Background: an optimization exercise with open tools, aiming at small area. Do not read the settings as production practice. Function was checked by simulation only, so behaviour that the tests miss may differ from the original. Power is estimated from default activity; no workload was simulated.

[config.mk]
export PLATFORM = sky130hd
export DESIGN_NAME = weight_update_stack
export DESIGN_NICKNAME = weight_update_stack
export VERILOG_FILES = /design/flow/design.v
export SDC_FILE = /design/flow/constraint.sdc
export NUM_CORES = 4
export LEC_CHECK = 0
export CAP_MARGIN = 20
export CELL_PAD_IN_SITES_DETAIL_PLACEMENT = 1
export CELL_PAD_IN_SITES_GLOBAL_PLACEMENT = 3
export CORE_MARGIN = 2
export CORE_UTILIZATION = 12
export PLACE_DENSITY = 0.25
export SLEW_MARGIN = 20
[constraint.sdc]
create_clock -name core_clock -period 12.0 [get_ports {clk}]
set_input_delay 2.4000 -clock core_clock [delete_from_list [all_inputs] [get_ports {clk}]]
set_output_delay 2.4000 -clock core_clock [all_outputs]
set_load 0.01 [all_outputs]
[design.v]
package gdo_pkg;
    localparam int GDO_DATA_SIZE = 16;
    localparam int GDO_SIZE      = 3;
    typedef logic signed [GDO_DATA_SIZE-1:0]  elem_t;
    typedef logic signed [GDO_DATA_SIZE:0]    wide_t;
    typedef logic [GDO_DATA_SIZE*GDO_SIZE-1:0] row_t;
    typedef enum logic [1:0] {
        ST_IDLE,
        ST_APPLY,
        ST_READ
    } state_e;
    function automatic elem_t gdo_clamp(input wide_t v);
        if (v[GDO_DATA_SIZE] != v[GDO_DATA_SIZE-1]) begin
            if (v[GDO_DATA_SIZE])
                gdo_clamp = {1'b1, {(GDO_DATA_SIZE-1){1'b0}}};
            else
                gdo_clamp = {1'b0, {(GDO_DATA_SIZE-1){1'b1}}};
        end else begin
            gdo_clamp = v[GDO_DATA_SIZE-1:0];
        end
    endfunction
    function automatic elem_t gdo_sat_add(input elem_t a, input elem_t b);
        wide_t s;
        s = {a[GDO_DATA_SIZE-1], a} + {b[GDO_DATA_SIZE-1], b};
        gdo_sat_add = gdo_clamp(s);
    endfunction
    function automatic elem_t gdo_shift_sub(input elem_t w, input elem_t g, input integer sh);
        elem_t gs;
        wide_t d;
        gs = g >>> sh;
        d  = {w[GDO_DATA_SIZE-1], w} - {gs[GDO_DATA_SIZE-1], gs};
        gdo_shift_sub = gdo_clamp(d);
    endfunction
    function automatic elem_t gdo_lane(input row_t r, input integer j);
        gdo_lane = r[(GDO_SIZE-j)*GDO_DATA_SIZE-1 -: GDO_DATA_SIZE];
    endfunction
endpackage
module weight_row_lane #(
    parameter int ROWS     = 3,
    parameter int LR_SHIFT = 4
) (
    input  logic [gdo_pkg::GDO_DATA_SIZE-1:0]      acc_grad_i,
    input  logic [gdo_pkg::GDO_DATA_SIZE-1:0]      acc_beat_i,
    output logic [gdo_pkg::GDO_DATA_SIZE-1:0]      acc_grad_o,
    input  logic [ROWS*gdo_pkg::GDO_DATA_SIZE-1:0] apply_weight_i,
    input  logic [ROWS*gdo_pkg::GDO_DATA_SIZE-1:0] apply_grad_i,
    output logic [ROWS*gdo_pkg::GDO_DATA_SIZE-1:0] apply_weight_o
);
    assign acc_grad_o = gdo_pkg::gdo_sat_add(acc_grad_i, acc_beat_i);
    generate
        for (genvar gi = 0; gi < ROWS; gi++) begin : g_row
            assign apply_weight_o[gi*gdo_pkg::GDO_DATA_SIZE +: gdo_pkg::GDO_DATA_SIZE] =
                gdo_pkg::gdo_shift_sub(apply_weight_i[gi*gdo_pkg::GDO_DATA_SIZE +: gdo_pkg::GDO_DATA_SIZE],
                              apply_grad_i[gi*gdo_pkg::GDO_DATA_SIZE +: gdo_pkg::GDO_DATA_SIZE], LR_SHIFT);
        end
    endgenerate
endmodule
module weight_update_stack #(
    parameter int data_size      = gdo_pkg::GDO_DATA_SIZE,
    parameter int size           = gdo_pkg::GDO_SIZE,
    parameter int max_layer_size = 4,
    parameter int lr_shift       = 4
) (
    input  logic                        clk,
    input  logic                        reset,
    input  logic [data_size*size-1:0]   dc_dw_stream,
    input  logic                        dc_dw_valid,
    input  logic [31:0]                 dc_dw_layer_index,
    input  logic                        batch_end,
    input  logic                        read_req,
    input  logic [31:0]                 read_layer_index,
    input  logic                        wr_en,
    input  logic [31:0]                 wr_layer,
    input  logic [31:0]                 wr_row,
    input  logic [data_size*size-1:0]   wr_data,
    output logic                        ready,
    output logic [data_size*size-1:0]   weight_stream,
    output logic                        weight_valid,
    output logic [31:0]                 weight_row,
    output logic                        drop_err
);
    localparam int LW = (max_layer_size > 1) ? $clog2(max_layer_size) : 1;
    localparam int RW = $clog2(size + 1);
    localparam int DW = data_size;
    localparam int LAYER_BITS = size * size * DW;
    localparam int ROW_BITS   = size * DW;
    localparam int STORE_BITS = max_layer_size * LAYER_BITS;
    logic [STORE_BITS-1:0]          weight_q;
    logic [STORE_BITS-1:0]          grad_q;
    logic [max_layer_size*RW-1:0]   row_cnt_q;
    gdo_pkg::state_e        state_q;
    logic [LW-1:0] lc_q;
    logic [RW-1:0] rc_q;
    logic [LW-1:0] rl_q;
    logic [data_size*size-1:0] weight_stream_q;
    logic          weight_valid_q;
    logic [31:0]   weight_row_q;
    logic          drop_err_q;
    logic [LW-1:0]       acc_layer_d;
    logic [RW-1:0]       acc_row_d;
    logic [ROW_BITS-1:0] acc_grad_row_d;
    logic [ROW_BITS-1:0] grad_acc_d;      
    logic [LAYER_BITS-1:0] apply_w_d;     
    logic [LAYER_BITS-1:0] apply_g_d;
    logic [LAYER_BITS-1:0] weight_apply_d;
    logic [LW-1:0]       rd_layer_d;
    logic [RW-1:0]       rd_row_d;
    logic [ROW_BITS-1:0] read_row_d;      
    logic                acc_ok_d;
    logic                wr_ok_d;
    logic                rd_ok_d;
    assign acc_ok_d = dc_dw_layer_index < 32'(max_layer_size);
    assign wr_ok_d  = (wr_layer < 32'(max_layer_size)) && (wr_row < 32'(size));
    assign rd_ok_d  = read_layer_index < 32'(max_layer_size);
    assign acc_layer_d = dc_dw_layer_index[LW-1:0];
    assign acc_row_d   = row_cnt_q[acc_layer_d*RW +: RW];
    assign rd_layer_d = (state_q == gdo_pkg::ST_IDLE) ? read_layer_index[LW-1:0] : rl_q;
    assign rd_row_d   = (state_q == gdo_pkg::ST_IDLE) ? '0 : rc_q;
    assign apply_w_d = weight_q[0 +: LAYER_BITS];
    assign apply_g_d = grad_q[0 +: LAYER_BITS];
    assign acc_grad_row_d = grad_q[(acc_layer_d*size + acc_row_d)*ROW_BITS +: ROW_BITS];
    generate
        for (genvar gi = 0; gi < size; gi++) begin : g_lane
            logic [size*DW-1:0] col_weight;
            logic [size*DW-1:0] col_grad;
            logic [size*DW-1:0] col_new;
            assign read_row_d[(size-1-gi)*DW +: DW] =
                weight_q[((rd_layer_d*size + rd_row_d)*size + gi)*DW +: DW];
            for (genvar gr = 0; gr < size; gr++) begin : g_col
                assign col_weight[gr*DW +: DW] = apply_w_d[(gr*size + gi)*DW +: DW];
                assign col_grad[gr*DW +: DW]   = apply_g_d[(gr*size + gi)*DW +: DW];
                assign weight_apply_d[(gr*size + gi)*DW +: DW] = col_new[gr*DW +: DW];
            end
            weight_row_lane #(
                .ROWS     (size),
                .LR_SHIFT (lr_shift)
            ) u_lane (
                .acc_grad_i     (acc_grad_row_d[gi*DW +: DW]),
                .acc_beat_i     (dc_dw_stream[(size-1-gi)*DW +: DW]),
                .acc_grad_o     (grad_acc_d[gi*DW +: DW]),
                .apply_weight_i (col_weight),
                .apply_grad_i   (col_grad),
                .apply_weight_o (col_new)
            );
        end
    endgenerate
    always_ff @(posedge clk) begin
        if (reset) begin
            state_q         <= gdo_pkg::ST_IDLE;
            lc_q            <= '0;
            rc_q            <= '0;
            rl_q            <= '0;
            weight_stream_q <= '0;
            weight_valid_q  <= 1'b0;
            weight_row_q    <= '0;
            drop_err_q      <= 1'b0;
            row_cnt_q       <= '0;
            weight_q        <= '0;
            grad_q          <= '0;
        end else begin
            case (state_q)
                gdo_pkg::ST_IDLE: begin
                    if (batch_end) begin
                        state_q <= gdo_pkg::ST_APPLY;
                        lc_q    <= '0;
                        if (dc_dw_valid || wr_en)
                            drop_err_q <= 1'b1;
                    end else if (read_req) begin
                        if (rd_ok_d) begin
                            state_q         <= gdo_pkg::ST_READ;
                            rl_q            <= read_layer_index[LW-1:0];
                            weight_stream_q <= read_row_d;
                            weight_valid_q  <= 1'b1;
                            weight_row_q    <= '0;
                            rc_q            <= RW'(1);
                        end else begin
                            drop_err_q <= 1'b1;
                        end
                        if (dc_dw_valid || wr_en)
                            drop_err_q <= 1'b1;
                    end else if (wr_en) begin
                        if (wr_ok_d) begin
                            for (int j = 0; j < size; j++)
                                weight_q[((wr_layer[LW-1:0]*size + wr_row[RW-1:0])*size + j)*DW +: DW]
                                    <= wr_data[(size-1-j)*DW +: DW];
                        end else begin
                            drop_err_q <= 1'b1;
                        end
                        if (dc_dw_valid)
                            drop_err_q <= 1'b1;
                    end else if (dc_dw_valid) begin
                        if (acc_ok_d) begin
                            grad_q[(acc_layer_d*size + acc_row_d)*ROW_BITS +: ROW_BITS] <= grad_acc_d;
                            row_cnt_q[acc_layer_d*RW +: RW] <=
                                (acc_row_d == RW'(size - 1)) ? '0 : acc_row_d + RW'(1);
                        end else begin
                            drop_err_q <= 1'b1;
                        end
                    end
                end
                gdo_pkg::ST_APPLY: begin
                    weight_q <= {weight_apply_d, weight_q[STORE_BITS-1:LAYER_BITS]};
                    grad_q   <= {{LAYER_BITS{1'b0}}, grad_q[STORE_BITS-1:LAYER_BITS]};
                    row_cnt_q <= '0;
                    if (lc_q == LW'(max_layer_size - 1))
                        state_q <= gdo_pkg::ST_IDLE;
                    else
                        lc_q <= lc_q + LW'(1);
                    if (dc_dw_valid || wr_en)
                        drop_err_q <= 1'b1;
                end
                gdo_pkg::ST_READ: begin
                    if (rc_q == RW'(size)) begin
                        weight_valid_q <= 1'b0;
                        state_q        <= gdo_pkg::ST_IDLE;
                    end else begin
                        weight_stream_q <= read_row_d;
                        weight_row_q    <= 32'(rc_q);
                        rc_q            <= rc_q + RW'(1);
                    end
                    if (dc_dw_valid || wr_en)
                        drop_err_q <= 1'b1;
                end
                default: state_q <= gdo_pkg::ST_IDLE;
            endcase
        end
    end
    assign ready         = (state_q == gdo_pkg::ST_IDLE);
    assign weight_stream = weight_stream_q;
    assign weight_valid  = weight_valid_q;
    assign weight_row    = weight_row_q;
    assign drop_err      = drop_err_q;
endmodule
[run.sh]
#!/bin/bash
# synth_recipe.tcl (not shown) runs the flow's synth.tcl, then flattens the netlist and writes it again
# the make line also repeats each setting of config.mk as NAME=value (left out here)
make -C /OpenROAD-flow-scripts/flow DESIGN_CONFIG=/design/flow/config.mk WORK_HOME=/design/flow/orfs CLKGATE_MAP_FILE= SYNTH_SCRIPT=/design/flow/synth_recipe.tcl finish
==> results.cfg <==
[layout]
area_delta_synth_final_pct = 32.3
final_core_util_pct = 15.9
nets = 12900
layout-drive-gt1-share_pct = 20.8
nFillCells = 91800

[detailed_routing]
drt_pre_antenna_iters = 9
drc = 0
routedWlPerCell_um = 56.0
ant_nets = 0
vias = 119000
routed_wl_mm = 1300
drt_iter0_markers = 11000
vias_per_cell = 5.11

[die]
start_util_pct = 12.0
io_pins = 313
die-area_mm2 = 0.799
die_width_um = 894
fp.coreArea_mm2 = 0.788
die_h_um = 894
rows = 326

[critical_path]
crit_type = input port to flop
r2r.worst_path.cells = 20
crit_required_ns = 12.86
crit_chain = clkdlybuf4s50_1, buf_4, mux4_2, fa_1, ha_4, fa_4, inv_4, buf_4, mux2i_1, o21ai_0, ha_1, o21ai_0, o211ai_1, and2_1, a31o_2, and2_1, buf_4, maj3_1, a22oi_1, o21ai_0, a211oi_1, o21ai_0
critPathMostFrequentCell = o21ai_0
r2r-end = grad_q[154]$_SDFFE_PP0P_
path_max_fanout = 16
crit_path_top_delay_cell = o21ai_0
worstReg2RegStart = row_cnt_q[7]$_SDFFE_PP0P_
crit_path_max_incr_delay_ns = 0.95
cp.arrival_ns = 12.15
start_kind = input port
r2r_setup_slack_ns = 2.55
end_kind = flop

[yosys]
avgSynthCellArea_um2 = 8.05
ys_types = 104
syn_area_mm2 = 0.0950
yosys-top-cells-area = dfxtp_1, mux4_2, o21ai_0
synth_edf_count = 0
async_reset_ff_share_pct = 0
ys_seq_elements = 1220
ys_seq_area_share_pct = 25.7
synth_top_cell_by_area = dfxtp_1
syn_inst = 11800
synth.top_cell.area_share_pct = 25.7
synth_ff_type = dfxtp_1
yosys_warnings = 2

[power_and_ir_drop]
swShare_pct = 54.2
powerDensity_mw_per_mm2 = 182
p_clk_share_pct = 30.2
power_frac_seq_pct = 19.1
p_int_uw = 10500
p_sw_uw = 12400
vdd_ir_drop_max_v = 0.000157
p_comb_share_pct = 50.7
leakage_uw = 0.0404

[clocking]
cts_max_path_buffers = 4
clockRootBuffer = clkbuf_16
post-cts-setup-buffers = 0
clock_latency_ns = 1.06
cts_tree = built
cts_resized = 0
cts.sink_count = 1220
ctsHoldBuffers = 0
cts.reportedPaths.clkPinSlew_ns = 0.06
h-tree-depth = 4
cts-buffers-inserted = 218

[timing]
relSlewSlack_pct = 4.16
min_period_ns = 11.29
slew_violations = 0
setup_viol = 0
fin_skew_ns = 0.0672
rsz0062_at_grt = false
worstMarginPinSlew_ns = 1.44
hold_ws_ns = 0.451
post-route-period-util_pct = 94.1
fmax_mhz = 88.6
setup_ws_ns = 0.711
final.setup.tns_ns = 0
hold_viol = 0

[hold_path]
min_path_type = flop to flop
hold_depth = 2
hold_path_end = weight_stream_q[18]$_SDFFE_PP0P_
min_from = weight_stream_q[18]$_SDFFE_PP0P_

[global_routing]
grt_pass1_vias = 119000
grt_start_max_net_pins = 98
antenna_found_initial = 217
track_usage_pct = 31.4
grt_overflow = 0
grt_pass1_wl_mm = 1600

[run_status]
outcome = finished clean

[placement]
dpl_worst_slack_ns = -0.180
dpl.hpwl_mm = 1010
place_congestion = 0.903
port_buffers = 282

[job]
drv_cap = 0
layout by cell type (no fill, tap or decap), types with 113 or more instances in the layout:
master,Yosys,final
ha_1,256,248
a221oi_1,235,220
clkbuf_16,0,222
inv_1,215,211
mux2i_1,150,144
nor2_1,674,591
clkdlybuf4s50_1,0,250
o221ai_1,252,246
mux4_2,415,415
dfxtp_1,1220,1220
a21oi_1,901,893
o211ai_1,288,288
diode_2,0,169
o21ai_0,1136,1106
nand2_1,1176,1147
a22oi_1,557,557
or3_1,184,184
buf_4,32,1201
nor3_1,380,352
a22o_1,113,113
nand3_1,206,200
nor4_1,158,148
a31oi_1,206,197
o22ai_1,227,218
worst max path at each step:
stage,endpoint,cells after the start,slack (ns),start
5_1_grt,grad_q[154]$_SDFFE_PP0P_,22,0.89,dc_dw_layer_index[0]
3_3_place_gp,grad_q[154]$_SDFFE_PP0P_,22,-0.27,dc_dw_layer_index[0]
6_report,grad_q[154]$_SDFFE_PP0P_,22,0.71,dc_dw_layer_index[0]
2_1_floorplan,grad_q[393]$_SDFFE_PP0P_,22,3.44,dc_dw_layer_index[0]
4_1_cts,grad_q[154]$_SDFFE_PP0P_,22,0.94,dc_dw_layer_index[0]
3_5_place_dp,grad_q[154]$_SDFFE_PP0P_,22,-0.18,dc_dw_layer_index[0]
worst max-delay path: cells and delay by family:
family	cells	cell delay (ns)
simple gates	2	0.65
compound gates	8	3.41
fa+ha+maj	5	2.61
buf+inv	5	2.12
mux	2	0.71
routing by layer:
metal / wire length, um / global-route usage [%] / share of wire (%)
met1: 479000 / 33.9 / 37
met2: 635000 / 54.8 / 49
met3: 42700 / 2.64 / 3.3
met4: 145000 / 28.2 / 11
met5: 128 / 0 / 0.0098
kinds of logic after synthesis:
group | synth area share [%]
AO/OA/AOI/OAI | 34.7
adder cells (fa/ha/maj) | 4.16
buffers and inverters | 5.82
other | 0.00395
multiplexers | 12.6
AND/OR/NAND/NOR | 15.1
XOR/XNOR | 1.90
flip-flops | 25.7
flip-flops by register name, summed over array words and instances (netlist names):
register and cells:
rl_q 2, weight_q 576, lc_q 2, weight_stream_q 48
state_q 2, weight_row_q 2, rc_q 2, drop_err_q 1
weight_valid_q 1, row_cnt_q 8, grad_q 576
cell type report:
type | instances | area, um2 | area share, %
flip-flops and latches | 1220 | 24400 | 19.4
multi-input cells | 9186 | 66900 | 53.2
repair buffers | 1544 | 12800 | 10.2
well taps | 10500 | 13100 | 10.5
clock inverters | 49 | 566 | 0.450
diodes | 169 | 423 | 0.337
clock buffers | 340 | 6530 | 5.20
inverters | 218 | 836 | 0.665
power by group through the flow:
stage	clock (uW)	sequential, uW	combinational (uW)
2_1_floorplan	0	4290	3960
3_3_place_gp	0	4450	11400
3_5_place_dp	0	4450	11400
4_1_cts	7140	4360	11400
5_1_grt	7190	4350	11500
6_report	6890	4360	11600
cell usage after synthesis (78+ instances only):
library cell  count
nor3_1          380
nand2_1        1176
mux4_2          415
a21oi_1         901
xnor2_1          95
buf_1            84
o221ai_1        252
mux2_2          102
o22ai_1         227
a22o_1          113
inv_1           215
a32o_1           87
a221oi_1        235
mux2i_1         150
o211ai_1        288
o221a_2          95
nand3_1         206
dfxtp_1        1220
ha_1            256
a31oi_1         206
clkbuf_1       1038
a22oi_1         557
nor2_1          674
xor2_1           78
or3_1           184
o21ai_0        1136
nor4_1          158
stage by stage:
step / power (uW) / instance area (um2) / instances
2_1_floorplan: 8250 / 95100 / 11800
3_3_place_gp: 15800 / 118000 / 22600
3_5_place_dp: 15800 / 118000 / 22700
4_1_cts: 22900 / 125000 / 23100
5_1_grt: 23100 / 125000 / 23100
6_report: 22800 / 126000 / 23200

port drivers added, routing unchanged:
The flow's constraints put no driver on any port. The routed layout listed below was extracted and timed again, unchanged, in two steps. Step 1 sets driving cells, clkbuf_16 on the clock port and buf_2 on the other inputs (assumed; they add their load-dependent delay and slew). Step 2 adds t to the input delays and takes it off the output delays; t is the mean of the earliest and latest rising clock arrival at the registers after step 1. Input paths then give back, and output paths get back, about the clock's delay inside the block. Three values: ideal ports, drivers, drivers and shift; two values: the first two.
t (ns): 1.176
setup slack, ns: 0.711 / 0.828 / -0.348
worst data-port slew with drivers (ns): 0.26
cell pins on the clock port's net: 1
Met with ideal ports but missed after step 2: setup timing in this run. For this run, drivers alone change the setup slack by +0.117 ns; drivers and shift together by -1.059 ns.
